This design comes from an exercise in tuning for small area on the open sky130 flow, not from production work. The RTL was checked by simulation tests, not by an equivalence proof against the original design. No activity file was given, so power comes from the tool's default toggle rates.

===== flow/config.mk =====
export PLATFORM = sky130hd
export DESIGN_NAME = cnn_top
export DESIGN_NICKNAME = cnn_top
export VERILOG_FILES = /design/flow/design.v
export SDC_FILE = /design/flow/constraint.sdc
export NUM_CORES = 4
export LEC_CHECK = 0
export CAP_MARGIN = 20
export CORE_MARGIN = 2
export CORE_UTILIZATION = 60
export SLEW_MARGIN = 20

===== flow/constraint.sdc =====
create_clock -name core_clock -period 10.0 [get_ports {clk}]
set_input_delay 2.0000 -clock core_clock [delete_from_list [all_inputs] [get_ports {clk}]]
set_output_delay 2.0000 -clock core_clock [all_outputs]
set_load 0.01 [all_outputs]

===== flow/design.v =====
module cnn_mac (input logic [7:0] a, input logic [7:0] b, input logic [19:0] acc,
                input logic clr, output logic [19:0] q);
    logic p1;
    logic p2;
    logic p3;
    logic p4;
    logic p5;
    logic p6;
    logic p7;
    logic p8;
    logic p9;
    logic p10;
    logic p11;
    logic p12;
    logic p13;
    logic p14;
    logic p15;
    logic p16;
    logic p17;
    logic p18;
    logic p19;
    logic p20;
    logic p21;
    logic p22;
    logic p23;
    logic p24;
    logic p25;
    logic p26;
    logic p27;
    logic p28;
    logic p29;
    logic p30;
    logic p31;
    logic p32;
    logic p33;
    logic p34;
    logic p35;
    logic p36;
    logic p37;
    logic p38;
    logic p39;
    logic p40;
    logic p41;
    logic p42;
    logic p43;
    logic p44;
    logic p45;
    logic p46;
    logic p47;
    logic p48;
    logic p49;
    logic p50;
    logic p51;
    logic p52;
    logic p53;
    logic p54;
    logic p55;
    logic p56;
    logic p57;
    logic p58;
    logic p59;
    logic p60;
    logic p61;
    logic p62;
    logic p63;
    logic p64;
    logic p65;
    logic p66;
    logic p67;
    logic p68;
    logic p69;
    logic p70;
    logic p71;
    logic p72;
    logic p73;
    logic p74;
    logic p75;
    logic p76;
    logic p77;
    logic p78;
    logic p79;
    logic p80;
    logic p81;
    logic p82;
    logic p83;
    logic p84;
    logic s85;
    logic c86;
    logic s87;
    logic c88;
    logic s89;
    logic c90;
    logic s91;
    logic c92;
    logic s93;
    logic c94;
    logic s95;
    logic c96;
    logic s97;
    logic c98;
    logic s99;
    logic c100;
    logic s101;
    logic c102;
    logic s103;
    logic c104;
    logic s105;
    logic c106;
    logic s107;
    logic c108;
    logic s109;
    logic c110;
    logic s111;
    logic c112;
    logic s113;
    logic c114;
    logic s115;
    logic c116;
    logic s117;
    logic c118;
    logic s119;
    logic c120;
    logic s121;
    logic c122;
    logic s123;
    logic c124;
    logic s125;
    logic c126;
    logic s127;
    logic c128;
    logic s129;
    logic c130;
    logic s131;
    logic c132;
    logic s133;
    logic c134;
    logic s135;
    logic c136;
    logic s137;
    logic c138;
    logic s139;
    logic c140;
    logic s141;
    logic c142;
    logic s143;
    logic c144;
    logic s145;
    logic c146;
    logic s147;
    logic c148;
    logic s149;
    logic c150;
    logic s151;
    logic c152;
    logic s153;
    logic c154;
    logic s155;
    logic c156;
    logic s157;
    logic c158;
    logic s159;
    logic c160;
    logic s161;
    logic c162;
    logic s163;
    logic c164;
    logic s165;
    logic c166;
    logic s167;
    logic c168;
    logic s169;
    logic c170;
    logic s171;
    logic c172;
    logic s173;
    logic c174;
    logic s175;
    logic c176;
    logic s177;
    logic c178;
    logic s179;
    logic c180;
    logic s181;
    logic c182;
    logic s183;
    logic c184;
    logic s185;
    logic c186;
    logic s187;
    logic c188;
    logic s189;
    logic c190;
    logic s191;
    logic c192;
    logic s193;
    logic c194;
    logic s195;
    logic c196;
    logic s197;
    logic c198;
    logic s199;
    logic c200;
    logic s201;
    logic c202;
    logic s203;
    logic c204;
    logic s205;
    logic c206;
    logic s207;
    logic c208;
    logic r209;
    logic rc210;
    logic r211;
    logic rc212;
    logic r213;
    logic rc214;
    logic r215;
    logic rc216;
    logic r217;
    logic rc218;
    logic r219;
    logic rc220;
    logic r221;
    logic rc222;
    logic r223;
    logic rc224;
    logic r225;
    logic rc226;
    logic r227;
    logic rc228;
    logic r229;
    logic rc230;
    logic r231;
    logic rc232;
    logic r233;
    logic rc234;
    logic r235;
    logic rc236;
    logic r237;
    logic rc238;
    logic r239;
    logic rc240;
    logic r241;
    logic rc242;
    logic r243;
    logic rc244;
    logic r245;
    logic rc246;
    logic r247;
    logic rc248;
    assign p1 = (a[0] & b[0]);
    assign p2 = (acc[0] & ~clr);
    assign p3 = (a[0] & b[1]);
    assign p4 = (a[1] & b[0]);
    assign p5 = (acc[1] & ~clr);
    assign p6 = (a[0] & b[2]);
    assign p7 = (a[1] & b[1]);
    assign p8 = (a[2] & b[0]);
    assign p9 = (acc[2] & ~clr);
    assign p10 = (a[0] & b[3]);
    assign p11 = (a[1] & b[2]);
    assign p12 = (a[2] & b[1]);
    assign p13 = (a[3] & b[0]);
    assign p14 = (acc[3] & ~clr);
    assign p15 = (a[0] & b[4]);
    assign p16 = (a[1] & b[3]);
    assign p17 = (a[2] & b[2]);
    assign p18 = (a[3] & b[1]);
    assign p19 = (a[4] & b[0]);
    assign p20 = (acc[4] & ~clr);
    assign p21 = (a[0] & b[5]);
    assign p22 = (a[1] & b[4]);
    assign p23 = (a[2] & b[3]);
    assign p24 = (a[3] & b[2]);
    assign p25 = (a[4] & b[1]);
    assign p26 = (a[5] & b[0]);
    assign p27 = (acc[5] & ~clr);
    assign p28 = (a[0] & b[6]);
    assign p29 = (a[1] & b[5]);
    assign p30 = (a[2] & b[4]);
    assign p31 = (a[3] & b[3]);
    assign p32 = (a[4] & b[2]);
    assign p33 = (a[5] & b[1]);
    assign p34 = (a[6] & b[0]);
    assign p35 = (acc[6] & ~clr);
    assign p36 = ~(a[0] & b[7]);
    assign p37 = (a[1] & b[6]);
    assign p38 = (a[2] & b[5]);
    assign p39 = (a[3] & b[4]);
    assign p40 = (a[4] & b[3]);
    assign p41 = (a[5] & b[2]);
    assign p42 = (a[6] & b[1]);
    assign p43 = (a[7] & b[0]);
    assign p44 = (acc[7] & ~clr);
    assign p45 = ~(a[1] & b[7]);
    assign p46 = (a[2] & b[6]);
    assign p47 = (a[3] & b[5]);
    assign p48 = (a[4] & b[4]);
    assign p49 = (a[5] & b[3]);
    assign p50 = (a[6] & b[2]);
    assign p51 = (a[7] & b[1]);
    assign p52 = (acc[8] & ~clr);
    assign p53 = ~(a[2] & b[7]);
    assign p54 = (a[3] & b[6]);
    assign p55 = (a[4] & b[5]);
    assign p56 = (a[5] & b[4]);
    assign p57 = (a[6] & b[3]);
    assign p58 = (a[7] & b[2]);
    assign p59 = (acc[9] & ~clr);
    assign p60 = ~(a[3] & b[7]);
    assign p61 = (a[4] & b[6]);
    assign p62 = (a[5] & b[5]);
    assign p63 = (a[6] & b[4]);
    assign p64 = (a[7] & b[3]);
    assign p65 = (acc[10] & ~clr);
    assign p66 = ~(a[4] & b[7]);
    assign p67 = (a[5] & b[6]);
    assign p68 = (a[6] & b[5]);
    assign p69 = (a[7] & b[4]);
    assign p70 = (acc[11] & ~clr);
    assign p71 = ~(a[5] & b[7]);
    assign p72 = (a[6] & b[6]);
    assign p73 = (a[7] & b[5]);
    assign p74 = (acc[12] & ~clr);
    assign p75 = ~(a[6] & b[7]);
    assign p76 = (a[7] & b[6]);
    assign p77 = (acc[13] & ~clr);
    assign p78 = ~(a[7] & b[7]);
    assign p79 = (acc[14] & ~clr);
    assign p80 = (acc[15] & ~clr);
    assign p81 = (acc[16] & ~clr);
    assign p82 = (acc[17] & ~clr);
    assign p83 = (acc[18] & ~clr);
    assign p84 = (acc[19] & ~clr);
    assign s85 = p36 ^ p37;
    assign c86 = p36 & p37;
    assign s87 = p21 ^ p22;
    assign c88 = p21 & p22;
    cnn_fa u_s89 (.x(p28), .y(p29), .z(p30), .s(s89), .c(c90));
    assign s91 = p31 ^ p32;
    assign c92 = p31 & p32;
    cnn_fa u_s93 (.x(p38), .y(p39), .z(p40), .s(s93), .c(c94));
    cnn_fa u_s95 (.x(p41), .y(p42), .z(p43), .s(s95), .c(c96));
    assign s97 = 1'b1 ^ p44;
    assign c98 = 1'b1 & p44;
    cnn_fa u_s99 (.x(p45), .y(p46), .z(p47), .s(s99), .c(c100));
    cnn_fa u_s101 (.x(p48), .y(p49), .z(p50), .s(s101), .c(c102));
    cnn_fa u_s103 (.x(p51), .y(p52), .z(c86), .s(s103), .c(c104));
    cnn_fa u_s105 (.x(p53), .y(p54), .z(p55), .s(s105), .c(c106));
    cnn_fa u_s107 (.x(p56), .y(p57), .z(p58), .s(s107), .c(c108));
    cnn_fa u_s109 (.x(p60), .y(p61), .z(p62), .s(s109), .c(c110));
    assign s111 = p10 ^ p11;
    assign c112 = p10 & p11;
    cnn_fa u_s113 (.x(p15), .y(p16), .z(p17), .s(s113), .c(c114));
    assign s115 = p18 ^ p19;
    assign c116 = p18 & p19;
    cnn_fa u_s117 (.x(p23), .y(p24), .z(p25), .s(s117), .c(c118));
    cnn_fa u_s119 (.x(p26), .y(p27), .z(s87), .s(s119), .c(c120));
    cnn_fa u_s121 (.x(p33), .y(p34), .z(p35), .s(s121), .c(c122));
    cnn_fa u_s123 (.x(c88), .y(s89), .z(s91), .s(s123), .c(c124));
    cnn_fa u_s125 (.x(s85), .y(c90), .z(c92), .s(s125), .c(c126));
    cnn_fa u_s127 (.x(s93), .y(s95), .z(s97), .s(s127), .c(c128));
    cnn_fa u_s129 (.x(c94), .y(c96), .z(c98), .s(s129), .c(c130));
    cnn_fa u_s131 (.x(s99), .y(s101), .z(s103), .s(s131), .c(c132));
    cnn_fa u_s133 (.x(p59), .y(c100), .z(c102), .s(s133), .c(c134));
    cnn_fa u_s135 (.x(c104), .y(s105), .z(s107), .s(s135), .c(c136));
    cnn_fa u_s137 (.x(p63), .y(p64), .z(p65), .s(s137), .c(c138));
    cnn_fa u_s139 (.x(c106), .y(c108), .z(s109), .s(s139), .c(c140));
    cnn_fa u_s141 (.x(p66), .y(p67), .z(p68), .s(s141), .c(c142));
    cnn_fa u_s143 (.x(p69), .y(p70), .z(c110), .s(s143), .c(c144));
    cnn_fa u_s145 (.x(p71), .y(p72), .z(p73), .s(s145), .c(c146));
    assign s147 = p6 ^ p7;
    assign c148 = p6 & p7;
    cnn_fa u_s149 (.x(p12), .y(p13), .z(p14), .s(s149), .c(c150));
    cnn_fa u_s151 (.x(p20), .y(c112), .z(s113), .s(s151), .c(c152));
    cnn_fa u_s153 (.x(c114), .y(c116), .z(s117), .s(s153), .c(c154));
    cnn_fa u_s155 (.x(c118), .y(c120), .z(s121), .s(s155), .c(c156));
    cnn_fa u_s157 (.x(c122), .y(c124), .z(s125), .s(s157), .c(c158));
    cnn_fa u_s159 (.x(c126), .y(c128), .z(s129), .s(s159), .c(c160));
    cnn_fa u_s161 (.x(c130), .y(c132), .z(s133), .s(s161), .c(c162));
    cnn_fa u_s163 (.x(c134), .y(c136), .z(s137), .s(s163), .c(c164));
    cnn_fa u_s165 (.x(c138), .y(c140), .z(s141), .s(s165), .c(c166));
    cnn_fa u_s167 (.x(p74), .y(c142), .z(c144), .s(s167), .c(c168));
    cnn_fa u_s169 (.x(p75), .y(p76), .z(p77), .s(s169), .c(c170));
    assign s171 = p3 ^ p4;
    assign c172 = p3 & p4;
    cnn_fa u_s173 (.x(p8), .y(p9), .z(s147), .s(s173), .c(c174));
    cnn_fa u_s175 (.x(s111), .y(c148), .z(s149), .s(s175), .c(c176));
    cnn_fa u_s177 (.x(s115), .y(c150), .z(s151), .s(s177), .c(c178));
    cnn_fa u_s179 (.x(s119), .y(c152), .z(s153), .s(s179), .c(c180));
    cnn_fa u_s181 (.x(s123), .y(c154), .z(s155), .s(s181), .c(c182));
    cnn_fa u_s183 (.x(s127), .y(c156), .z(s157), .s(s183), .c(c184));
    cnn_fa u_s185 (.x(s131), .y(c158), .z(s159), .s(s185), .c(c186));
    cnn_fa u_s187 (.x(s135), .y(c160), .z(s161), .s(s187), .c(c188));
    cnn_fa u_s189 (.x(s139), .y(c162), .z(s163), .s(s189), .c(c190));
    cnn_fa u_s191 (.x(s143), .y(c164), .z(s165), .s(s191), .c(c192));
    cnn_fa u_s193 (.x(s145), .y(c166), .z(s167), .s(s193), .c(c194));
    cnn_fa u_s195 (.x(c146), .y(c168), .z(s169), .s(s195), .c(c196));
    cnn_fa u_s197 (.x(p78), .y(p79), .z(c170), .s(s197), .c(c198));
    assign s199 = 1'b1 ^ p80;
    assign c200 = 1'b1 & p80;
    assign s201 = 1'b1 ^ p81;
    assign c202 = 1'b1 & p81;
    assign s203 = 1'b1 ^ p82;
    assign c204 = 1'b1 & p82;
    assign s205 = 1'b1 ^ p83;
    assign c206 = 1'b1 & p83;
    assign s207 = 1'b1 ^ p84;
    assign c208 = 1'b1 & p84;
    assign r209 = p1 ^ p2;
    assign rc210 = p1 & p2;
    cnn_fa u_r211 (.x(p5), .y(s171), .z(rc210), .s(r211), .c(rc212));
    cnn_fa u_r213 (.x(c172), .y(s173), .z(rc212), .s(r213), .c(rc214));
    cnn_fa u_r215 (.x(c174), .y(s175), .z(rc214), .s(r215), .c(rc216));
    cnn_fa u_r217 (.x(c176), .y(s177), .z(rc216), .s(r217), .c(rc218));
    cnn_fa u_r219 (.x(c178), .y(s179), .z(rc218), .s(r219), .c(rc220));
    cnn_fa u_r221 (.x(c180), .y(s181), .z(rc220), .s(r221), .c(rc222));
    cnn_fa u_r223 (.x(c182), .y(s183), .z(rc222), .s(r223), .c(rc224));
    cnn_fa u_r225 (.x(c184), .y(s185), .z(rc224), .s(r225), .c(rc226));
    cnn_fa u_r227 (.x(c186), .y(s187), .z(rc226), .s(r227), .c(rc228));
    cnn_fa u_r229 (.x(c188), .y(s189), .z(rc228), .s(r229), .c(rc230));
    cnn_fa u_r231 (.x(c190), .y(s191), .z(rc230), .s(r231), .c(rc232));
    cnn_fa u_r233 (.x(c192), .y(s193), .z(rc232), .s(r233), .c(rc234));
    cnn_fa u_r235 (.x(c194), .y(s195), .z(rc234), .s(r235), .c(rc236));
    cnn_fa u_r237 (.x(c196), .y(s197), .z(rc236), .s(r237), .c(rc238));
    cnn_fa u_r239 (.x(c198), .y(s199), .z(rc238), .s(r239), .c(rc240));
    cnn_fa u_r241 (.x(c200), .y(s201), .z(rc240), .s(r241), .c(rc242));
    cnn_fa u_r243 (.x(c202), .y(s203), .z(rc242), .s(r243), .c(rc244));
    cnn_fa u_r245 (.x(c204), .y(s205), .z(rc244), .s(r245), .c(rc246));
    cnn_fa u_r247 (.x(c206), .y(s207), .z(rc246), .s(r247), .c(rc248));
    assign q = {r247, r245, r243, r241, r239, r237, r235, r233, r231, r229, r227, r225, r223, r221, r219, r217, r215, r213, r211, r209};
endmodule
module cnn_fa (input logic x, input logic y, input logic z, output logic s, output logic c);
    assign s = x ^ y ^ z;
    assign c = (x & y) | (x & z) | (y & z);
endmodule
`timescale 1ns/1ns
module cnn_top
(
    input  logic        clk,
    input  logic        reset,
    input  logic        load_req,
    input  logic [15:0] load_cmd,        
    output logic        load_ack,
    input  logic        run_req,
    output logic        run_ack,
    output logic [81:0] result           
);
    localparam logic [2:0] S_IDLE  = 3'd0;      
    localparam logic [2:0] S_CONV  = 3'd2;      
    localparam logic [2:0] S_CONV2 = 3'd3;      
    localparam logic [2:0] S_DENSE = 3'd4;
    localparam logic [2:0] S_FIN   = 3'd5;      
    localparam logic [2:0] S_ACK   = 3'd6;
    logic [2:0]  state;
    logic [5:0]  phi;
    logic [1:0]  ph;                         
    logic [1:0]  pl;                         
    logic [1:0]  cls;
    logic        wflag;                      
    logic [63:0][7:0] img;
    logic [8:0][7:0]  flt;
    logic [35:0][7:0] wts;
    logic [8:0][7:0]  fea;
    logic signed [19:0] scores [0:3];
    logic [1:0]  win_class;
    assign result = {win_class, scores[3], scores[2], scores[1], scores[0]};
    logic psi0;
    logic psi_end;
    logic t_last;                            
    assign psi0    = ph == 2'd0 && pl == 2'd0;
    assign psi_end = ph == 2'd2 && pl == 2'd2;
    assign t_last  = psi_end && cls == 2'd3 && phi == 6'd63;
    always_ff @(posedge clk or negedge reset)
    begin
        if (!reset)
        begin
            phi <= '0;
            ph  <= '0;
            pl  <= '0;
            cls <= '0;
        end
        else
        begin
            phi <= phi + 6'd1;
            if (pl == 2'd2)
            begin
                pl <= 2'd0;
                ph <= (ph == 2'd2) ? 2'd0 : ph + 2'd1;
            end
            else
            begin
                pl <= pl + 2'd1;
            end
            if (psi_end)
            begin
                cls <= cls + 2'd1;
            end
        end
    end
    logic [1:0] tgt;
    logic [5:0] addr;
    logic [7:0] din;
    logic [1:0] img_port;                    
    logic [3:0] psi;
    logic [5:0] a_d;                         
    logic       a_hit;                       
    logic [1:0] a_q;
    logic       pending;
    logic       wr_ok;
    logic       ack_ok;
    logic       hit_img, hit_flt, hit_wts, ignored, we;
    assign tgt  = load_cmd[15:14];
    assign addr = load_cmd[13:8];
    assign din  = load_cmd[7:0];
    assign img_port = {addr[5] ^ ~phi[5] ^ (addr[4] & ~phi[4]), addr[4] ^ ~phi[4]};
    assign psi   = {ph, 1'b0} + 4'(ph) + 4'(pl);
    assign a_d   = addr - 6'(psi);
    assign a_hit = a_d == 6'd0 || a_d == 6'd9 || a_d == 6'd18 || a_d == 6'd27;
    assign a_q   = a_d[4:3];
    assign hit_img = tgt == 2'd0 && addr[3:0] == phi[3:0];
    assign hit_flt = tgt == 2'd1 && a_d == 6'd0;
    assign hit_wts = tgt == 2'd2 && addr < 6'd36 && a_hit;
    assign ignored = tgt == 2'd3 || (tgt == 2'd1 && addr >= 6'd9)
                     || (tgt == 2'd2 && addr >= 6'd36);
    assign pending = load_req && !load_ack;
    assign ack_ok  = state == S_IDLE && !run_req;
    assign wr_ok   = ack_ok || state == S_ACK;      
    assign we      = pending && wr_ok;
    always_ff @(posedge clk or negedge reset)
    begin
        if (!reset)
        begin
            load_ack <= 1'b0;
            wflag    <= 1'b0;
        end
        else
        begin
            wflag <= pending && (wflag || (we && (hit_img || hit_flt || hit_wts)));
            if (pending && ack_ok && (hit_img || hit_flt || hit_wts || ignored || wflag))
            begin
                load_ack <= 1'b1;
            end
            else if (!load_req)
            begin
                load_ack <= 1'b0;
            end
        end
    end
    always_ff @(posedge clk)
    begin
        for (int p = 0; p < 64; p++)
        begin
            img[p] <= img[(p + 1) % 64];
        end
        for (int m = 0; m < 4; m++)
        begin
            if (we && hit_img && img_port == 2'(m))
            begin
                img[16*m + 15] <= din;
            end
        end
    end
    always_ff @(posedge clk)
    begin
        for (int p = 0; p < 8; p++)
        begin
            flt[p] <= flt[p + 1];
        end
        flt[8] <= (we && hit_flt) ? din : flt[0];
    end
    always_ff @(posedge clk)
    begin
        for (int p = 0; p < 36; p++)
        begin
            wts[p] <= wts[(p + 1) % 36];
        end
        for (int m = 0; m < 4; m++)
        begin
            if (we && hit_wts && a_q - cls == 2'(m + 1))
            begin
                wts[9*m + 8] <= din;
            end
        end
    end
    logic [7:0]  opa;                        
    logic [7:0]  opb;                        
    logic signed [19:0] sum;                 
    logic dense;
    logic idle;                              
    logic hold;                              
    logic upd;                               
    assign dense = state == S_DENSE;
    assign idle  = (state == S_CONV && cls[0]) || (state == S_CONV2 && !cls[0]);
    assign hold  = idle || state == S_FIN || state == S_ACK;
    always_comb
    begin
        if (dense || idle)
        begin
            opa = fea[0];
        end
        else
        begin
            opa = (ph == 2'd0) ? img[0] : (ph == 2'd1) ? img[5] : img[10];
        end
        if (dense)
        begin
            opb = wts[0];
        end
        else if (hold)
        begin
            opb = upd ? 8'hff : 8'h00;
        end
        else
        begin
            opb = flt[0];
        end
    end
    cnn_mac u_mac (.a(opa), .b(opb), .acc(scores[3]), .clr(psi0 && !hold), .q(sum));
    always_ff @(posedge clk)
    begin
        scores[3] <= sum;
    end
    logic [5:0] slot_o;
    logic [3:0] tgt_g;
    logic       tgt_first;                   
    logic [7:0] relu;
    assign slot_o = phi - 6'd8;
    assign tgt_g     = scores[2][3:0];
    assign tgt_first = scores[2][4];
    assign upd  = idle && tgt_g == {ph, pl};
    assign relu = scores[3][19] ? 8'd0 : (|scores[3][18:8]) ? 8'd255 : scores[3][7:0];
    always_ff @(posedge clk)
    begin
        for (int p = 0; p < 8; p++)
        begin
            fea[p] <= fea[p + 1];
        end
        if (upd && (tgt_first || !sum[19]))
        begin
            fea[8] <= relu;
        end
        else
        begin
            fea[8] <= fea[0];
        end
    end
    logic       cmp;
    logic [1:0] cmp_cls;
    logic [19:0] nbest;                      
    logic [20:0] gtc;                        
    logic [19:0] ca;
    logic [19:0] cb;
    assign cmp     = (dense && psi0 && cls != 2'd0) || state == S_FIN;
    assign cmp_cls = cls - 2'd1;
    assign nbest   = ~((scores[0] & {20{win_class == 2'd0}}) | (scores[1] & {20{win_class == 2'd1}})
                       | (scores[2] & {20{win_class[1]}}));
    assign ca     = {~scores[3][19], scores[3][18:0]};
    assign cb     = {~nbest[19], nbest[18:0]};
    assign gtc[0] = 1'b0;
    for (genvar i = 0; i < 20; i++)
    begin : g_gt
        assign gtc[i + 1] = (ca[i] & cb[i]) | (ca[i] & gtc[i]) | (cb[i] & gtc[i]);
    end
    always_ff @(posedge clk)
    begin
        if ((state == S_CONV || state == S_CONV2) && psi_end)
        begin
            scores[2][3:0] <= {slot_o[5:4], slot_o[2:1]};
            scores[2][4]   <= !slot_o[3] && !slot_o[0];
        end
        if (cmp)
        begin
            for (int q = 0; q < 3; q++)
            begin
                if (cmp_cls == 2'(q))
                begin
                    scores[q] <= scores[3];
                end
            end
            if (cmp_cls == 2'd0 || gtc[20])
            begin
                win_class <= cmp_cls;
            end
        end
    end
    assign run_ack = state == S_ACK;
    always_ff @(posedge clk or negedge reset)
    begin
        if (!reset)
        begin
            state   <= S_IDLE;
        end
        else
        begin
            case (state)
                S_IDLE:
                begin
                    if (run_req && t_last)
                    begin
                        state <= S_CONV;
                    end
                end
                S_CONV:
                begin
                    if (t_last)
                    begin
                        state <= S_CONV2;
                    end
                end
                S_CONV2:
                begin
                    if (t_last)
                    begin
                        state <= S_DENSE;
                    end
                end
                S_DENSE:
                begin
                    if (psi_end && cls == 2'd3)
                    begin
                        state <= S_FIN;
                    end
                end
                S_FIN:
                begin
                    state <= S_ACK;
                end
                default:
                begin
                    if (!run_req)
                    begin
                        state <= S_IDLE;
                    end
                end
            endcase
        end
    end
endmodule

===== flow/flow/run.sh =====
#!/bin/bash
# The standard layout (standard.sh, ORFS) with these changes:
# - input and output ports are buffered with the smallest buffer;
# - clock tree synthesis uses clkbuf_8 sink clusters and no dummy loads;
# - after floorplan, OpenROAD's restructure re-maps the combinational logic for
#   area (flow/restructure.tcl); registers are kept as synthesized.
# The make output goes to standard.log; each ORFS step keeps its own log.
set -euo pipefail
here=$(pwd)
export BUFFER_PORTS_ARGS="-buffer_cell sky130_fd_sc_hd__buf_1"
export CTS_ARGS="-sink_clustering_enable -repair_clock_nets -dont_use_dummy_load -buf_list sky130_fd_sc_hd__clkbuf_8 -sink_clustering_size 18 -sink_clustering_max_diameter 60"
export POST_FLOORPLAN_TCL="$here/flow/restructure.tcl"
export RECOVER_POWER=100
bash standard.sh > standard.log 2>&1

===== flow/flow/restructure.tcl =====
# Area recovery after floorplan: re-map the combinational logic with ABC for
# area (OpenROAD restructure). Registers are not touched.
set lib_in [lindex $::env(LIB_FILES) 0]
set work $::env(RESULTS_DIR)/restructure
file mkdir $work
set lib_out $work/lib_dont_use.lib

# a copy of the library with the platform's don't-use cells marked dont_use,
# so that ABC leaves them out
set fh [open $lib_in r]
set text [read $fh]
close $fh
set out ""
set pos 0
foreach {whole name} [regexp -all -inline -indices {cell\s*\(\s*"?([A-Za-z0-9_]+)"?\s*\)\s*\{} $text] {
  set end [lindex $whole 1]
  set cell [string range $text [lindex $name 0] [lindex $name 1]]
  append out [string range $text $pos $end]
  foreach pattern $::env(DONT_USE_CELLS) {
    if { [string match $pattern $cell] } {
      append out "\n    dont_use : true;"
      break
    }
  }
  set pos [expr {$end + 1}]
}
append out [string range $text $pos end]
set fh [open $lib_out w]
puts -nonewline $fh $out
close $fh

set tielo "[lindex $::env(TIELO_CELL_AND_PORT) 0]/[lindex $::env(TIELO_CELL_AND_PORT) 1]"
set tiehi "[lindex $::env(TIEHI_CELL_AND_PORT) 0]/[lindex $::env(TIEHI_CELL_AND_PORT) 1]"
report_design_area
restructure -target area -liberty_file $lib_out -tielo_port $tielo -tiehi_port $tiehi \
  -work_dir $work
report_design_area

===== flow/standard.sh =====
#!/bin/bash
# synth_recipe.tcl (not shown) runs the flow's synth.tcl, then flattens the netlist and writes it again
# the make line also repeats each setting of config.mk as NAME=value (left out here)
make -C /OpenROAD-flow-scripts/flow DESIGN_CONFIG=/design/flow/config.mk WORK_HOME=/design/flow/orfs CLKGATE_MAP_FILE= SYNTH_SCRIPT=/design/flow/synth_recipe.tcl "${@:-finish}"

==> impl_metrics.json, run 1 <==
{
  "syn_area_mm2": 0.0271,
  "post_drt_via_cell_ratio": 5.17,
  "period_needed_ns": 9.01,
  "cts_tree": "yes",
  "ioPinCount": 104,
  "pwr-share-comb_pct": 36.5,
  "synth.area.top_cells": "dfxtp_1 (71%), edfxtp_1 (6.3%), fa_1 (5.1%), mux2_2 (2.1%), dfrtp_1 (1.6%)",
  "required_ns": 10.58,
  "yosysWarnings": 3,
  "drc_errors": 0,
  "p_sw_share_pct": 35.9,
  "drt_iter0_markers": 1090,
  "vias": 14200,
  "drt-met1-wl_mm": 23.2,
  "slowest_stage": "dfrtp_1",
  "die_area_mm2": 0.0469,
  "grt_pass1_vias": 13400,
  "gr-total-overflow": 0,
  "gp_congestion": 0.882,
  "clk_latency_ns": 0.69,
  "cp.arrival_ns": 9.59,
  "cts.clk_slew.worst_paths_ns": 0.10,
  "top_layer": "met5",
  "dp.final_hpwl_mm": 31.4,
  "setup.worst_path.class": "register to register",
  "hold_buffers": 0,
  "grt_usage_pct": 20.1,
  "die_h_um": 217,
  "area_growth_syn_to_layout_pct": 6.27,
  "initial_core_util_pct": 61.1,
  "h-tree-depth": 3,
  "hold_path.class": "register to register",
  "netlist_top_cells_count": "dfxtp_1 (969), inv_1 (77), nor2_1 (73)",
  "fp.dieW_um": 217,
  "crit_path_frequent_cell": "nor2_1",
  "end_kind": "register",
  "synth_xor_area_share_pct": 0.950,
  "fin_worst_skew_ns": 0.0870,
  "seqPwrFrac_pct": 45.9,
  "max_cap_violations": 2,
  "power.density_mw_per_mm2": 344,
  "wl_met2_mm": 19.6,
  "timing.final.crit_share_pct": 90.1,
  "dp_slack_ns": -0.0647,
  "p_leak_nw": 10.8,
  "port_buffers": 103,
  "async_flop_share_pct": 1.63,
  "cts-root-buf": "clkbuf_8",
  "synth_mux_area_share_pct": 4.96,
  "cts_made_buffers": 70,
  "avgRoutedWirePerCell_um": 16.9,
  "yosys.area.top_type": "dfxtp_1",
  "start_kind": "register",
  "syn_avg_cell_area_um2": 15.6,
  "row_count": 77,
  "nNetsFinal": 2177,
  "run_status": "finished with violations",
  "syn_inst": 1739,
  "placed_area_mm2": 0.0278,
  "cts_num_sinks": 1043,
  "worstPathMaxFanout": 11,
  "wirelength_mm": 46.4,
  "drtPass1Iterations": 7,
  "synthAdderAreaFrac_pct": 6.47,
  "synthFlopType": "dfxtp_1",
  "synth-seq-cells": 1043,
  "synth_top_family_by_area": "adder cells",
  "grt_pass1_wl_mm": 72.7,
  "max-vdd-ir-drop_v": 0.000380,
  "grt_start_max_net_pins": 29,
  "synth.most_common_cell": "dfxtp_1",
  "slowest_delay_ns": 0.48,
  "relSlewSlack_pct": -21.6,
  "synth-seq-area-share_pct": 79.4,
  "syn_nets": 1853,
  "synth_compound_area_share_pct": 2.91,
  "coreArea_mm2": 0.0444,
  "ys_types": 60,
  "setup_viol": 0,
  "slew_violations": 38,
  "layout-drive-gt1-share_pct": 3.90,
  "tightestPinTransition_ns": 1.82,
  "route.met3.wl_mm": 2.36,
  "grt_antenna_before_repair": 4,
  "synth_edf_count": 57,
  "violatedChecks": "capacitance limit, slew limit",
  "yosys.area_share.simple_pct": 3.80,
  "fmax_ghz": 0.111,
  "final_hold_viol_count": 0,
  "synth_top_area_share_pct": 71.5,
  "intPower_mw": 6.36,
  "final_area_mm2": 0.0288,
  "ant_nets": 0,
  "setup_ws_ns": 0.992,
  "max-clock-path-buffers": 3,
  "clkPwrFrac_pct": 17.7,
  "power.switching_mw": 3.56
}
## cell type report
cell class | count | area, um2
multi-input combinational | 831 | 4780
inverter | 99 | 375
tap | 592 | 741
fill | 3347 | 15600
antenna | 2 | 5.00
timing repair buffer | 112 | 435
sequential | 1043 | 21500
clock buffer | 70 | 963
## worst max-delay path: cells and delay by family (launching register included)
kind            cells  cell delay [ns]
xor+xnor            1             0.15
compound gates     19             3.61
buf+inv             3             0.76
simple gates       26             3.92
flops               1             0.48
## flip-flops by register name, summed over array words and instances (netlist names), 3 cells and up
name and flops:
fea 72, scores 80, state 3, flt 72
phi 6, img 512, wts 288
## worst paths after layout
kind                                      start              endpoint  slack (ns)  depth (start not counted)
setup reg to reg           state[1]$_DFFE_PN0P_       fea[64]$_DFF_P_        0.99                         49
hold reg to reg                 flt[23]$_DFF_P_       flt[15]$_DFF_P_        0.30                          0
hold / removal                  flt[23]$_DFF_P_       flt[15]$_DFF_P_        0.30                          0
min in group asynchronous                 reset       wflag$_DFF_PN0_        1.48                          1
setup / recovery           state[1]$_DFFE_PN0P_       fea[64]$_DFF_P_        0.99                         49
max in group asynchronous                 reset  state[0]$_DFFE_PN0P_        7.80                          1
## what timing repair did
action / in CTS / in global routing
gates resized for setup: 1 / 10
pin swaps: 0 / 1
buffers inserted: 0 / 3
endpoints found under the setup margin: 8 / 9
cloned: 0 / 0
## layout by cell type, fill, tap and decap left out, types with 6 or more instances in the layout
master	n
a21oi_1	72
a22o_1	17
a2bb2oi_1	12
a31oi_1	6
and2_0	11
buf_1	101
clkbuf_1	7
clkbuf_8	70
clkinv_1	98
dfrtp_1	17
dfxtp_1	969
edfxtp_1	57
nand2_1	73
nand3_1	7
nor2_1	177
nor2b_1	16
nor3_1	22
nor4_1	11
o21a_1	12
o21ai_0	107
o21bai_1	23
o22a_1	20
o22ai_1	90
o2bb2ai_1	65
or2_0	30
xor2_1	6
## power groups by stage
| stage | Clock [mW] | Sequential (mW) | Combinational [mW] |
|---|---|---|---|
| 2_1_floorplan | 0 | 4.49 | 0.353 |
| 3_5_place_dp | 0 | 4.64 | 3.55 |
| 5_1_grt | 1.97 | 4.57 | 4.16 |
| 3_3_place_gp | 0 | 4.63 | 3.43 |
| 4_1_cts | 1.82 | 4.55 | 3.57 |
| 6_report | 1.75 | 4.55 | 3.61 |
## logic make-up after synthesis
logic type	count (synthesis)
AOI/OAI and AO/OA	134
xor gates and xnor gates	27
adders and majority gates	100
buffers and inverters	105
DFF	1043
muxes	117
and+or+nand+nor	213
## stage by stage
stage	hold WS, ns	setup TNS (ns)	cells	util, %	total power [mW]
after detailed placement	0.312	-0.326	2674	62.6	8.20
final	0.297	0	2749	64.9	9.92
after global placement	0.310	0	2674	62.6	8.07
after floorplan	0.310	0	1739	-	4.85
after CTS	0.297	0	2744	64.8	9.94
after global routing	0.293	-0.122	2748	64.9	10.7
## per-layer routing
| metal | vias to the layer above | GRT usage [%] |
|---|---|---|
| li1 | 7155 | - |
| met1 | 6619 | 29.5 |
| met2 | 349 | 30.0 |
| met3 | 89 | 3.99 |
| met4 | 2 | 6.96 |
| met5 | - | 0 |
==> run 2: changes to the inputs <==
--- a/flow/flow/run.sh
+++ b/flow/flow/run.sh
@@ -10,5 +10,5 @@
 export BUFFER_PORTS_ARGS="-buffer_cell sky130_fd_sc_hd__buf_1"
 export CTS_ARGS="-sink_clustering_enable -repair_clock_nets -dont_use_dummy_load -buf_list sky130_fd_sc_hd__clkbuf_8 -sink_clustering_size 18 -sink_clustering_max_diameter 60"
 export POST_FLOORPLAN_TCL="$here/flow/restructure.tcl"
-export RECOVER_POWER=100
+export RECOVER_POWER=50
 bash standard.sh > standard.log 2>&1
==> run 2 against run 1 <==
Effect of this change: the run now finishes clean; clock power hardly changed; sequential power hardly changed; combinational power hardly changed; highest routed layer unchanged; sequential share of layout area is 0.091 points lower; synthesized cell count stayed put; synthesized area stayed put; flip-flop and latch count stayed put; critical endpoint is now fea[68]$_DFF_P_.
==> impl_metrics.json, run 2 <==
{
  "p_leak_nw": 10.8,
  "path_delay_family": "simple AND/OR/NAND/NOR gates",
  "slew_violations": 0,
  "layout_commonest_cell": "dfxtp_1",
  "synth.most_common_cell": "dfxtp_1",
  "post-place-cells": 2674,
  "hold_path.class": "register to register",
  "setup.worst_path.class": "register to register",
  "start_kind": "register",
  "synth_edf_count": 57,
  "crit_path_frequent_cell": "nor2_1",
  "reg_top3": "img: 512 flops, wts: 288 flops, scores: 80 flops",
  "initial_core_util_pct": 61.1,
  "cp.arrival_ns": 9.59,
  "nNetsFinal": 2177,
  "final_hold_viol_count": 0,
  "syn_inst": 1739,
  "fin_util_pct": 65.0,
  "syn_nets": 1853,
  "ys_types": 60,
  "vias": 14200,
  "synthFlopType": "dfxtp_1",
  "setup_viol": 0,
  "drc_errors": 0,
  "max-clock-path-buffers": 3,
  "rrSetupSlack_ns": 0.99,
  "drtPass1Iterations": 5,
  "worstPathMaxFanout": 12,
  "tightestPinTransition_ns": 1.04,
  "hold_buffers": 0,
  "grt_pass1_vias": 13400,
  "coreArea_mm2": 0.0444,
  "final_cells": 2750,
  "fmax_ghz": 0.111,
  "syn_area_mm2": 0.0271,
  "max-vdd-ir-drop_v": 0.000380,
  "clk_latency_ns": 0.69,
  "ant_nets": 0,
  "synth_compound_area_share_pct": 2.91,
  "drt_iter0_markers": 1025,
  "synth_xor_area_share_pct": 0.950,
  "wirelength_mm": 46.3,
  "slowest_stage": "dfrtp_1",
  "finalSetupTns_ns": 0,
  "yosysWarnings": 3,
  "yosys.area_share.simple_pct": 3.80,
  "port_buffers": 103,
  "grt_usage_pct": 20.1,
  "required_ns": 10.58,
  "placed_area_mm2": 0.0278,
  "die_h_um": 217,
  "largest_reg_flops": 512,
  "netlist_top_cells_count": "dfxtp_1 (969), inv_1 (77), nor2_1 (73)",
  "gp_congestion": 0.882,
  "grt_pass1_wl_mm": 72.7,
  "slowest_delay_ns": 0.46,
  "cp_num_buf_inv": 3,
  "fin_worst_skew_ns": 0.0877,
  "final_area_mm2": 0.0289,
  "h-tree-depth": 3,
  "grt_antenna_before_repair": 4,
  "finalPower_mw": 9.91,
  "dp_slack_ns": -0.0647,
  "layout-drive-gt1-share_pct": 4.27,
  "avgRoutedWirePerCell_um": 16.8,
  "syn_avg_cell_area_um2": 15.6,
  "row_count": 77,
  "cts_tree": "yes",
  "top_register": "img",
  "die_area_mm2": 0.0469,
  "fp.dieW_um": 217,
  "ioPinCount": 104,
  "async_flop_share_pct": 1.63,
  "synth-seq-area-share_pct": 79.4,
  "fillers": 3341,
  "synth_top_area_share_pct": 71.5,
  "relSlewSlack_pct": 30.8,
  "synth-seq-cells": 1043,
  "final_cell_mix": "dfxtp_1 (969), nor2_1 (176), o21ai_0 (107), buf_1 (102), clkinv_1 (98)",
  "synth_mux_area_share_pct": 4.96,
  "cts-root-buf": "clkbuf_8",
  "max_cap_violations": 0,
  "period_needed_ns": 9.01,
  "setup_ws_ns": 0.992,
  "area_growth_syn_to_layout_pct": 6.40,
  "run_status": "finished clean",
  "cts_num_sinks": 1043,
  "end_kind": "register",
  "power.density_mw_per_mm2": 343,
  "post_drt_via_cell_ratio": 5.17,
  "cts_made_buffers": 70,
  "cts.clk_slew.worst_paths_ns": 0.10,
  "timing.final.crit_share_pct": 90.1,
  "synth.area.top_cells": "dfxtp_1 (71%), edfxtp_1 (6.3%), fa_1 (5.1%), mux2_2 (2.1%), dfrtp_1 (1.6%)",
  "grt_start_max_net_pins": 29,
  "dp.final_hpwl_mm": 31.4,
  "fin_hold_ws_ns": 0.297,
  "synthAdderAreaFrac_pct": 6.47,
  "synth_top_family_by_area": "adder cells",
  "yosys.area.top_type": "dfxtp_1",
  "gr-total-overflow": 0
}
-- run 2: layer usage --
layer,wire (um),part of all wire (%),track usage [%],up-vias
met1,23100,50,29.5,6626
li1,-,-,-,7161
met2,19600,42,30.0,344
met4,1160,2.5,6.96,2
met5,10,0.022,0,-
met3,2490,5.4,3.99,87
-- run 2: kinds of logic after synthesis --
logic type | Yosys count
flops | 1043
fa+ha+maj | 100
mux | 117
compound gates | 134
simple gates | 213
buf+inv | 105
xor+xnor | 27
-- run 2: layout make-up --
cell class                      count  area [um2]  share of cell area [%]
Multi-Input combinational cell    831        4790                    16.6
Antenna cell                        3        7.51                  0.0260
Clock buffer                       70         963                    3.34
Inverter                           99         375                    1.30
Timing Repair Buffer              112         455                    1.58
Sequential cell                  1043       21500                    74.6
Tap cell                          592         741                    2.57
-- run 2: final timing paths --
kind | startpoint | endpoint | cells after the start
setup / recovery | state[2]$_DFFE_PN0P_ | fea[68]$_DFF_P_ | 48
hold / removal | flt[23]$_DFF_P_ | flt[15]$_DFF_P_ | 0
setup reg to reg | state[2]$_DFFE_PN0P_ | fea[68]$_DFF_P_ | 48
hold reg to reg | flt[23]$_DFF_P_ | flt[15]$_DFF_P_ | 0
max in group asynchronous | reset | state[0]$_DFFE_PN0P_ | 1
min in group asynchronous | reset | wflag$_DFF_PN0_ | 1
-- run 2: what timing repair did --
| action | 4_1_cts | 5_1_grt |
|---|---|---|
| gates resized for setup | 1 | 10 |
| endpoints found under the hold margin | 0 | 0 |
| pin swaps | 0 | 1 |
| endpoints found under the setup margin | 8 | 9 |
| buffers inserted | 0 | 3 |
-- run 2: where the power goes --
part | total, mW | leakage (nW) | switching (mW) | internal (mW)
sequential | 4.55 | 8.54 | 0.139 | 4.41
combinational | 3.61 | 1.77 | 2.29 | 1.32
clock | 1.75 | 0.503 | 1.12 | 0.632
total | 9.91 | 10.8 | 3.55 | 6.36
==> run 3: changes to the inputs <==
--- a/flow/flow/run.sh
+++ b/flow/flow/run.sh
@@ -10,5 +10,4 @@
 export BUFFER_PORTS_ARGS="-buffer_cell sky130_fd_sc_hd__buf_1"
 export CTS_ARGS="-sink_clustering_enable -repair_clock_nets -dont_use_dummy_load -buf_list sky130_fd_sc_hd__clkbuf_8 -sink_clustering_size 18 -sink_clustering_max_diameter 60"
 export POST_FLOORPLAN_TCL="$here/flow/restructure.tcl"
-export RECOVER_POWER=50
 bash standard.sh > standard.log 2>&1
--- a/flow/config.mk
+++ b/flow/config.mk
@@ -7,5 +7,5 @@
 export LEC_CHECK = 0
 export CAP_MARGIN = 20
 export CORE_MARGIN = 2
-export CORE_UTILIZATION = 60
+export CORE_UTILIZATION = 65
 export SLEW_MARGIN = 20
==> run 3 against run 2 <==
Effect of this change: still clean on timing, DRC and antenna; worst hold slack worse by 0.038 ns; synthesized area did not move; sequential power hardly changed; total power decreased by 0.66%; final cell count decreased by 2.3%; maximum frequency is 1.7% higher; non-clock buffer count decreased by 2; synthesized cell count unchanged; clock-buffer cell count shrank 1; largest power group unchanged; highest routed layer is now met4.
==> impl_metrics.json, run 3 <==
{
  "synth.most_common_cell": "dfxtp_1",
  "max-vdd-ir-drop_v": 0.000292,
  "drt_iter0_markers": 954,
  "cp.arrival_ns": 9.38,
  "gr-total-overflow": 0,
  "top_register": "img",
  "layout-drive-gt1-share_pct": 4.09,
  "dp.final_hpwl_mm": 31.2,
  "cts_made_buffers": 69,
  "grt_pass1_wl_mm": 72.6,
  "grt_usage_pct": 21.5,
  "final_cell_mix": "dfxtp_1 (969), nor2_1 (176), o21ai_0 (107), buf_1 (102), clkinv_1 (97)",
  "post-place-cells": 2614,
  "vias": 14200,
  "start_kind": "register",
  "row_count": 74,
  "fmax_ghz": 0.113,
  "fin_util_pct": 70.1,
  "die_h_um": 208,
  "ioPinCount": 104,
  "grt_antenna_before_repair": 3,
  "syn_inst": 1739,
  "reg_top3": "img: 512 flops, wts: 288 flops, scores: 80 flops",
  "crit_path_frequent_cell": "nor2_1",
  "timing.rr.end": "fea[66]$_DFF_P_",
  "grt_start_max_net_pins": 29,
  "fin_worst_skew_ns": 0.0773,
  "power.density_mw_per_mm2": 342,
  "final_cells": 2687,
  "max-clock-path-buffers": 3,
  "required_ns": 10.52,
  "setup_ws_ns": 1.14,
  "relSlewSlack_pct": 28.1,
  "run_status": "finished clean",
  "syn_area_mm2": 0.0271,
  "cts.clk_slew.worst_paths_ns": 0.11,
  "nNetsFinal": 2174,
  "synth_top_area_share_pct": 71.5,
  "post_drt_via_cell_ratio": 5.29,
  "area_growth_syn_to_layout_pct": 5.97,
  "setup.worst_path.class": "register to register",
  "avgRoutedWirePerCell_um": 17.0,
  "period_needed_ns": 8.86,
  "critPathLaunch": "state[2]$_DFFE_PN0P_",
  "cts-root-buf": "clkbuf_8",
  "slowest_stage": "dfrtp_1",
  "netlist_top_cells_count": "dfxtp_1 (969), inv_1 (77), nor2_1 (73)",
  "syn_avg_cell_area_um2": 15.6,
  "timing.final.crit_share_pct": 88.6,
  "h-tree-depth": 3,
  "fillers": 2852,
  "fin_hold_ws_ns": 0.259,
  "dp_slack_ns": 0.0209,
  "ys_types": 60,
  "worstHoldPathCells": 0,
  "clk_latency_ns": 0.66,
  "layout_commonest_cell": "dfxtp_1",
  "max_cap_violations": 0,
  "fp.dieW_um": 208,
  "cts_num_sinks": 1043,
  "tightestPinTransition_ns": 1.08,
  "drc_errors": 0,
  "synth.area.top_cells": "dfxtp_1 (71%), edfxtp_1 (6.3%), fa_1 (5.1%), mux2_2 (2.1%), dfrtp_1 (1.6%)",
  "yosysWarnings": 3,
  "setup_viol": 0,
  "cts_tree": "yes",
  "initial_core_util_pct": 66.2,
  "ant_nets": 0,
  "synth-seq-area-share_pct": 79.4,
  "synth_edf_count": 57,
  "p_leak_nw": 10.8,
  "grt_pass1_vias": 13400,
  "min_from": "flt[30]$_DFF_P_",
  "port_buffers": 103,
  "yosys.area.top_type": "dfxtp_1",
  "final_hold_viol_count": 0,
  "synthFlopType": "dfxtp_1",
  "slowest_delay_ns": 0.45,
  "finalSetupTns_ns": 0,
  "synth-seq-cells": 1043,
  "largest_reg_flops": 512,
  "r2r_start": "state[2]$_DFFE_PN0P_",
  "gp_congestion": 0.885,
  "slew_violations": 0,
  "die_area_mm2": 0.0434,
  "worstPathMaxFanout": 12,
  "grt_setup_unrepaired": "false",
  "hold_path_end": "flt[22]$_DFF_P_",
  "hold_path.class": "register to register",
  "syn_nets": 1853,
  "hold_buffers": 0,
  "wirelength_mm": 45.8,
  "rrSetupSlack_ns": 1.14,
  "ff2ff_path_depth": 45,
  "async_flop_share_pct": 1.63,
  "drtPass1Iterations": 6,
  "end_kind": "register",
  "coreArea_mm2": 0.0410
}
==> run 3: cell counts after synthesis <==
Identical to the previous run, type by type.
==> run 3: layout make-up <==
type                       instances  area [um2]  share of cell area [%]
antenna                            3        7.51                  0.0261
multi-input combinational        831        4780                    16.6
clock buffer                      69         950                    3.30
sequential                      1043       21500                    74.9
inverter                          99         375                    1.31
timing repair buffer             110         440                    1.53
tap                              532         666                    2.31
==> run 3: critical path: cells and delay by family, from the launching register on <==
family	cells	cell delay (ns)
AO/OA/AOI/OAI	19	3.96
flip-flops	1	0.45
XOR/XNOR	1	0.15
AND/OR/NAND/NOR	22	3.58
buffers and inverters	3	0.62
==> run 3: power breakdown <==
group	switching [mW]	internal (mW)	leakage [nW]	total, mW
Combinational	2.24	1.32	1.76	3.56
Sequential	0.137	4.41	8.54	4.55
Clock	1.12	0.624	0.496	1.74
Total	3.50	6.35	10.8	9.85
==> run 3: metrics by stage <==
| step | total power [mW] | instance area (um2) |
|---|---|---|
| 2_1_floorplan | 4.85 | 27100 |
| 3_3_place_gp | 8.04 | 27700 |
| 3_5_place_dp | 8.15 | 27700 |
| 4_1_cts | 9.87 | 28700 |
| 5_1_grt | 10.6 | 28700 |
| 6_report | 9.85 | 28800 |
==> run 3: metal layers <==
| layer | up-vias | track usage [%] | wire, um |
|---|---|---|---|
| met3 | 93 | 3.89 | 2590 |
| met2 | 396 | 32.5 | 19500 |
| met1 | 6587 | 31.5 | 22400 |
| li1 | 7138 | - | - |
| met4 | 0 | 7.24 | 1270 |
| met5 | - | 0 | 0 |
==> run 3: timing repair <==
action                                  4_1_cts  5_1_grt
endpoints found under the hold margin         0        0
buffers inserted                              0        1
endpoints found under the setup margin        2        9
resized for setup                             1       10
pin swaps                                     0        1
==> run 3: worst max-delay path by stage <==
stage | endpoint | cells past startpoint | slack (ns)
after floorplan | fea[64]$_DFF_P_ | 34 | 0.38
after global placement | fea[69]$_DFF_P_ | 46 | 0.58
after detailed placement | fea[66]$_DFF_P_ | 47 | 0.02
after CTS | fea[66]$_DFF_P_ | 46 | 0.28
after global routing | fea[66]$_DFF_P_ | 45 | 0.06
final | fea[66]$_DFF_P_ | 45 | 1.14
==> run 3: cell families (layout without fill, tap and decap cells) <==
group | Yosys count | in the layout | share of synthesized area (%)
AOI/OAI and AO/OA | 134 | 456 | 2.91
muxes | 117 | 0 | 4.96
xor gates and xnor gates | 27 | 9 | 0.950
adders and majority gates | 100 | 0 | 6.46
and+or+nand+nor | 213 | 366 | 3.80
other | 0 | 3 | 0
DFF | 1043 | 1043 | 79.4
buffers and inverters | 105 | 278 | 1.54
==> run 4: changes to the inputs <==
--- a/flow/config.mk
+++ b/flow/config.mk
@@ -7,5 +7,5 @@
 export LEC_CHECK = 0
 export CAP_MARGIN = 20
 export CORE_MARGIN = 2
-export CORE_UTILIZATION = 65
+export CORE_UTILIZATION = 60
 export SLEW_MARGIN = 20
==> run 4 against run 3 <==
Effect of this change: still clean on timing, DRC and antenna; routed wire length increased by 1.2%; synthesized area unchanged; clock power about the same; sequential share of layout area decreased by 0.30 points; largest cell class unchanged.
==> impl_metrics.json, run 4 <==
{
  "h-tree-depth": 3,
  "grt_usage_pct": 20.1,
  "period_needed_ns": 9.01,
  "cp_num_buf_inv": 3,
  "synth_top_area_share_pct": 71.5,
  "power.density_mw_per_mm2": 343,
  "ys_types": 60,
  "cts.clk_slew.worst_paths_ns": 0.10,
  "syn_area_mm2": 0.0271,
  "worstPathMaxFanout": 12,
  "grt_pass1_wl_mm": 72.7,
  "run_status": "finished clean",
  "final_area_mm2": 0.0289,
  "timing.final.crit_share_pct": 90.1,
  "area_growth_syn_to_layout_pct": 6.40,
  "die_area_mm2": 0.0469,
  "worstSetupEndpoint": "fea[68]$_DFF_P_",
  "yosys.area.top_type": "dfxtp_1",
  "finalSetupTns_ns": 0,
  "setup_viol": 0,
  "synth-seq-cells": 1043,
  "cp.depth": 48,
  "avgRoutedWirePerCell_um": 16.8,
  "final_hold_viol_count": 0,
  "ioPinCount": 104,
  "setup.worst_path.class": "register to register",
  "synth.most_common_cell": "dfxtp_1",
  "tightestPinTransition_ns": 1.04,
  "rrSetupSlack_ns": 0.99,
  "layout_commonest_cell": "dfxtp_1",
  "cts_tree": "yes",
  "slowest_delay_ns": 0.46,
  "drtPass1Iterations": 5,
  "end_kind": "register",
  "dp.final_hpwl_mm": 31.4,
  "ff2ff_path_depth": 48,
  "post_drt_via_cell_ratio": 5.17,
  "slowest_stage": "dfrtp_1",
  "layout-drive-gt1-share_pct": 4.27,
  "syn_avg_cell_area_um2": 15.6,
  "fp.dieW_um": 217,
  "relSlewSlack_pct": 30.8,
  "hold_path.class": "register to register",
  "r2r_start": "state[2]$_DFFE_PN0P_",
  "syn_nets": 1853,
  "synthFlopType": "dfxtp_1",
  "port_buffers": 103,
  "max-clock-path-buffers": 3,
  "die_h_um": 217,
  "synth-seq-area-share_pct": 79.4,
  "syn_inst": 1739,
  "initial_core_util_pct": 61.1,
  "gr-total-overflow": 0,
  "vias": 14200,
  "coreArea_mm2": 0.0444,
  "synth_edf_count": 57,
  "drc_errors": 0,
  "largest_reg_flops": 512,
  "slew_violations": 0,
  "fmax_ghz": 0.111,
  "max-vdd-ir-drop_v": 0.000380,
  "finalPower_mw": 9.91,
  "async_flop_share_pct": 1.63,
  "reg_top3": "img: 512 flops, wts: 288 flops, scores: 80 flops",
  "row_count": 77,
  "nNetsFinal": 2177,
  "cts_made_buffers": 70,
  "grt_pass1_vias": 13400,
  "p_leak_nw": 10.8,
  "max_cap_violations": 0,
  "clk_latency_ns": 0.69,
  "path_delay_family": "simple AND/OR/NAND/NOR gates",
  "cts-root-buf": "clkbuf_8",
  "hold_buffers": 0,
  "start_kind": "register",
  "synth.area.top_cells": "dfxtp_1 (71%), edfxtp_1 (6.3%), fa_1 (5.1%), mux2_2 (2.1%), dfrtp_1 (1.6%)",
  "crit_path_frequent_cell": "nor2_1",
  "placed_area_mm2": 0.0278,
  "top_register": "img",
  "grt_antenna_before_repair": 4,
  "grt_start_max_net_pins": 29,
  "cp.arrival_ns": 9.59,
  "gp_congestion": 0.882,
  "timing.rr.end": "fea[68]$_DFF_P_",
  "final_cell_mix": "dfxtp_1 (969), nor2_1 (176), o21ai_0 (107), buf_1 (102), clkinv_1 (98)",
  "wirelength_mm": 46.3,
  "ant_nets": 0,
  "critPathLaunch": "state[2]$_DFFE_PN0P_",
  "cts_num_sinks": 1043,
  "fin_worst_skew_ns": 0.0877,
  "yosysWarnings": 3,
  "drt_iter0_markers": 1025,
  "netlist_top_cells_count": "dfxtp_1 (969), inv_1 (77), nor2_1 (73)",
  "required_ns": 10.58
}
[run 4: cell types whose count changed in the layout (fill, tap and decap cells not counted)]
cell,delta
nand3_1,-1
o22ai_2,+1
inv_2,-1
or2_1,-1
or2_0,+1
buf_4,+2
clkbuf_8,+1
clkinv_1,+1
o22ai_1,-1
nand3_2,+1
[run 4: kinds of logic (layout without fill, tap and decap cells)]
family	Yosys count	in the layout	share of synthesized area, %
other	0	3	0
AO/OA/AOI/OAI	134	456	2.91
XOR/XNOR	27	9	0.950
flip-flops	1043	1043	79.4
buffers and inverters	105	281	1.54
AND/OR/NAND/NOR	213	366	3.80
multiplexers	117	0	4.96
adder cells (fa/ha/maj)	100	0	6.46
[run 4: timing repair]
| item | CTS | global route |
|---|---|---|
| setup endpoints to repair | 8 | 9 |
| pin swaps | 0 | 1 |
| setup buffers | 0 | 3 |
| gates resized for setup | 1 | 10 |
[run 4: how the worst min path moves through the flow]
stage | start | to | slack, ns | cells past startpoint
floorplan | fea[8]$_DFF_P_ | fea[0]$_DFF_P_ | 0.31 | 0
global placement | img[421]$_DFF_P_ | img[413]$_DFF_P_ | 0.31 | 0
detailed placement | img[178]$_DFF_P_ | img[170]$_DFF_P_ | 0.31 | 0
CTS | flt[23]$_DFF_P_ | flt[15]$_DFF_P_ | 0.30 | 0
global route | flt[29]$_DFF_P_ | flt[21]$_DFF_P_ | 0.29 | 0
finish | flt[23]$_DFF_P_ | flt[15]$_DFF_P_ | 0.30 | 0
[run 4: power breakdown]
group | switching (mW) | internal, mW
sequential | 0.139 | 4.41
clock | 1.12 | 0.632
combinational | 2.29 | 1.32
total | 3.55 | 6.36
[run 4: metal layers]
layer	track usage [%]	share of wire (%)
met3	3.99	5.4
met5	0	0.022
met2	30.0	42
met4	6.96	2.5
met1	29.5	50
[run 4: cell type report]
| type | count | area [um2] |
|---|---|---|
| Antenna cell | 3 | 7.51 |
| Clock buffer | 70 | 963 |
| Fill cell | 3341 | 15500 |
| Inverter | 99 | 375 |
| Multi-Input combinational cell | 831 | 4790 |
| Sequential cell | 1043 | 21500 |
| Tap cell | 592 | 741 |
| Timing Repair Buffer | 112 | 455 |
[run 4: stage by stage]
step	hold slack (ns)	instances	util (%)	setup WS, ns
global route	0.293	2748	65.0	-0.0357
CTS	0.297	2744	64.8	0.197
detailed placement	0.312	2674	62.6	-0.0647
finish	0.297	2750	65.0	0.992
global placement	0.310	2674	62.6	0.505
floorplan	0.310	1739	-	0.380
[run 4: worst register-to-register path: cells and delay by family (launching register included)]
kind	cells	cell delay, ns
flops	1	0.46
xor+xnor	1	0.15
buf+inv	3	0.74
compound gates	18	3.66
simple gates	26	3.95
==> run 5: changes to the inputs <==
--- a/flow/flow/run.sh
+++ b/flow/flow/run.sh
@@ -8,6 +8,6 @@
 set -euo pipefail
 here=$(pwd)
 export BUFFER_PORTS_ARGS="-buffer_cell sky130_fd_sc_hd__buf_1"
-export CTS_ARGS="-sink_clustering_enable -repair_clock_nets -dont_use_dummy_load -buf_list sky130_fd_sc_hd__clkbuf_8 -sink_clustering_size 18 -sink_clustering_max_diameter 60"
+export CTS_ARGS="-sink_clustering_enable -repair_clock_nets -dont_use_dummy_load -buf_list sky130_fd_sc_hd__clkbuf_8 -sink_clustering_size 19 -sink_clustering_max_diameter 60"
 export POST_FLOORPLAN_TCL="$here/flow/restructure.tcl"
 bash standard.sh > standard.log 2>&1
--- a/flow/config.mk
+++ b/flow/config.mk
@@ -7,5 +7,5 @@
 export LEC_CHECK = 0
 export CAP_MARGIN = 20
 export CORE_MARGIN = 2
-export CORE_UTILIZATION = 60
+export CORE_UTILIZATION = 65
 export SLEW_MARGIN = 20
==> run 5 against run 4 <==
Effect of this change: clock skew fell by 0.0038 ns; synthesized area did not move; global-route usage rose by 1.7 points; core utilization rose by 5.0 points; total power fell by 0.81%; routed wire length rose by 0.30%; final area fell by 0.54%.
==> impl_metrics.json, run 5 <==
{
  "power.density_mw_per_mm2": 342,
  "synth.most_common_cell": "dfxtp_1",
  "hold_path.class": "register to register",
  "cp_num_buf_inv": 3,
  "vias": 14100,
  "path_delay_family": "compound AO/OA/AOI/OAI gates",
  "clk_latency_ns": 0.66,
  "drtPass1Iterations": 6,
  "max_cap_violations": 0,
  "rrSetupSlack_ns": 1.14,
  "grt_start_max_net_pins": 29,
  "drt_iter0_markers": 1016,
  "syn_inst": 1739,
  "final_area_mm2": 0.0287,
  "ant_nets": 0,
  "start_kind": "register",
  "cts-root-buf": "clkbuf_8",
  "setup.worst_path.class": "register to register",
  "area_growth_syn_to_layout_pct": 5.82,
  "finalSetupTns_ns": 0,
  "final_hold_viol_count": 0,
  "netlist_top_cells_count": "dfxtp_1 (969), inv_1 (77), nor2_1 (73)",
  "run_status": "finished clean",
  "period_needed_ns": 8.86,
  "cts.clk_slew.worst_paths_ns": 0.11,
  "gr-total-overflow": 0,
  "yosys.area.top_type": "dfxtp_1",
  "post-place-cells": 2614,
  "initial_core_util_pct": 66.2,
  "min_from": "flt[15]$_DFF_P_",
  "row_count": 74,
  "fin_hold_ws_ns": 0.249,
  "placed_area_mm2": 0.0277,
  "fp.dieW_um": 208,
  "layout_commonest_cell": "dfxtp_1",
  "required_ns": 10.54,
  "hold_path_end": "flt[7]$_DFF_P_",
  "ff2ff_path_depth": 45,
  "tightestPinTransition_ns": 1.06,
  "coreArea_mm2": 0.0410,
  "gp_congestion": 0.885,
  "slowest_delay_ns": 0.45,
  "max-clock-path-buffers": 3,
  "top_register": "img",
  "die_area_mm2": 0.0434,
  "slowest_stage": "dfrtp_1",
  "grt_usage_pct": 21.8,
  "fillers": 2833,
  "die_h_um": 208,
  "r2r_start": "state[2]$_DFFE_PN0P_",
  "syn_nets": 1853,
  "p_leak_nw": 10.8,
  "hold_buffers": 0,
  "cp.arrival_ns": 9.40,
  "synth-seq-area-share_pct": 79.4,
  "synth_top_area_share_pct": 71.5,
  "crit_path_frequent_cell": "nor2_1",
  "cp.depth": 45,
  "setup_viol": 0,
  "grt_pass1_wl_mm": 73.4,
  "syn_area_mm2": 0.0271,
  "reg_top3": "img: 512 flops, wts: 288 flops, scores: 80 flops",
  "post_drt_via_cell_ratio": 5.27,
  "synth-seq-cells": 1043,
  "dp_slack_ns": 0.0209,
  "syn_avg_cell_area_um2": 15.6,
  "grt_antenna_before_repair": 4,
  "final_cell_mix": "dfxtp_1 (969), nor2_1 (176), o21ai_0 (108), buf_1 (102), clkinv_1 (97)",
  "fin_worst_skew_ns": 0.0839,
  "grt_pass1_vias": 13500,
  "yosysWarnings": 3,
  "end_kind": "register",
  "ioPinCount": 104,
  "layout-drive-gt1-share_pct": 3.96,
  "slew_violations": 0,
  "cts_tree": "yes",
  "grt_setup_unrepaired": "false",
  "cts_made_buffers": 66,
  "drc_errors": 0,
  "max-vdd-ir-drop_v": 0.000290,
  "avgRoutedWirePerCell_um": 17.3,
  "ys_types": 60,
  "final_cells": 2684,
  "relSlewSlack_pct": 29.2,
  "nNetsFinal": 2171,
  "synthFlopType": "dfxtp_1",
  "fmax_ghz": 0.113,
  "h-tree-depth": 3,
  "synth.area.top_cells": "dfxtp_1 (71%), edfxtp_1 (6.3%), fa_1 (5.1%), mux2_2 (2.1%), dfrtp_1 (1.6%)",
  "async_flop_share_pct": 1.63,
  "port_buffers": 103,
  "timing.rr.end": "fea[66]$_DFF_P_",
  "largest_reg_flops": 512,
  "worstPathMaxFanout": 12,
  "dp.final_hpwl_mm": 31.2,
  "timing.final.crit_share_pct": 88.6,
  "cts_num_sinks": 1043,
  "setup_ws_ns": 1.14,
  "worstHoldPathCells": 0,
  "synth_edf_count": 57,
  "wirelength_mm": 46.5
}
-- run 5: cell counts after synthesis --
Identical to the previous run, type by type.
-- run 5: worst max path at each step --
stage                     slack [ns]              end                 start
after floorplan                 0.38  fea[64]$_DFF_P_    cls[0]$_DFFE_PN0P_
after global placement          0.58  fea[69]$_DFF_P_     ph[0]$_DFFE_PN0P_
after detailed placement        0.02  fea[66]$_DFF_P_    cls[0]$_DFFE_PN0P_
after CTS                       0.31  fea[66]$_DFF_P_     ph[0]$_DFFE_PN0P_
after global routing           0.005  fea[66]$_DFF_P_     ph[0]$_DFFE_PN0P_
final                           1.14  fea[66]$_DFF_P_  state[2]$_DFFE_PN0P_
-- run 5: kinds of logic after synthesis --
logic type / after synthesis / share of synthesized area, %
and+or+nand+nor: 213 / 3.80
xor gates and xnor gates: 27 / 0.950
adders and majority gates: 100 / 6.46
buffers and inverters: 105 / 1.54
muxes: 117 / 4.96
AOI/OAI and AO/OA: 134 / 2.91
DFF: 1043 / 79.4
-- run 5: metrics by stage --
stage	utilization (%)	total power, mW
4_1_cts	69.9	9.85
6_report	70.0	9.83
3_5_place_dp	67.6	8.15
3_3_place_gp	67.6	8.04
2_1_floorplan	-	4.85
5_1_grt	70.0	10.6
-- run 5: what timing repair did --
| item | CTS | global route |
|---|---|---|
| endpoints found under the setup margin | 1 | 9 |
| buffers inserted | 0 | 1 |
| gates resized for setup | 1 | 9 |
| pin swaps | 0 | 1 |
-- run 5: cell type report --
type	instances	area, um2	area share, %
well taps	532	666	2.32
multi-input cells	831	4780	16.6
clock buffers	66	908	3.16
diodes	3	7.51	0.0261
inverters	99	375	1.31
repair buffers	110	440	1.53
flip-flops and latches	1043	21500	75.0
-- run 5: layer usage --
| metal | track usage [%] | wire length [um] | vias up |
|---|---|---|---|
| met1 | 31.6 | 22800 | 6528 |
| met2 | 33.2 | 19800 | 388 |
| met5 | 0 | 0 | - |
| li1 | - | - | 7134 |
| met3 | 4.45 | 2480 | 84 |
| met4 | 7.14 | 1280 | 0 |
-- run 5: where the power goes --
| part | internal [mW] | switching (mW) | total (mW) |
|---|---|---|---|
| clock network | 0.598 | 1.12 | 1.72 |
| logic | 1.31 | 2.25 | 3.57 |
| registers | 4.41 | 0.137 | 4.55 |

## separate check: timing with driven ports
In the flow no input, the clock included, has a driving cell. The finished layouts below were timed again as built, in two steps.
Step 1 assumes that a clkbuf_16 drives the clock port and a buf_2 every other input.
Step 2, shift: input delay + t, output delay - t, t = (earliest + latest rising clock arrival at the registers) / 2. This alone moves slack from input paths to output paths.
Three values: ideal ports, drivers, drivers and shift; two values: the first two.
run | t, ns | slack for setup (ns) | worst hold slack (ns) | latest minus earliest clock arrival (ns) | worst slew at a driven data input, ns
run 1 | 0.701 | 0.992 / 0.992 / 0.992 | 0.297 / 0.297 / 0.297 | 0.090 / 0.090 | 0.12
run 2 | 0.700 | 0.992 / 0.992 / 0.992 | 0.297 / 0.297 / 0.297 | 0.091 / 0.091 | 0.13
run 3 | 0.675 | 1.143 / 1.143 / 1.143 | 0.259 / 0.259 / 0.259 | 0.078 / 0.078 | 0.11
run 4 | 0.700 | 0.992 / 0.992 / 0.992 | 0.297 / 0.297 / 0.297 | 0.091 / 0.091 | 0.13
run 5 | 0.671 | 1.140 / 1.140 / 1.140 | 0.249 / 0.249 / 0.249 | 0.084 / 0.084 | 0.11
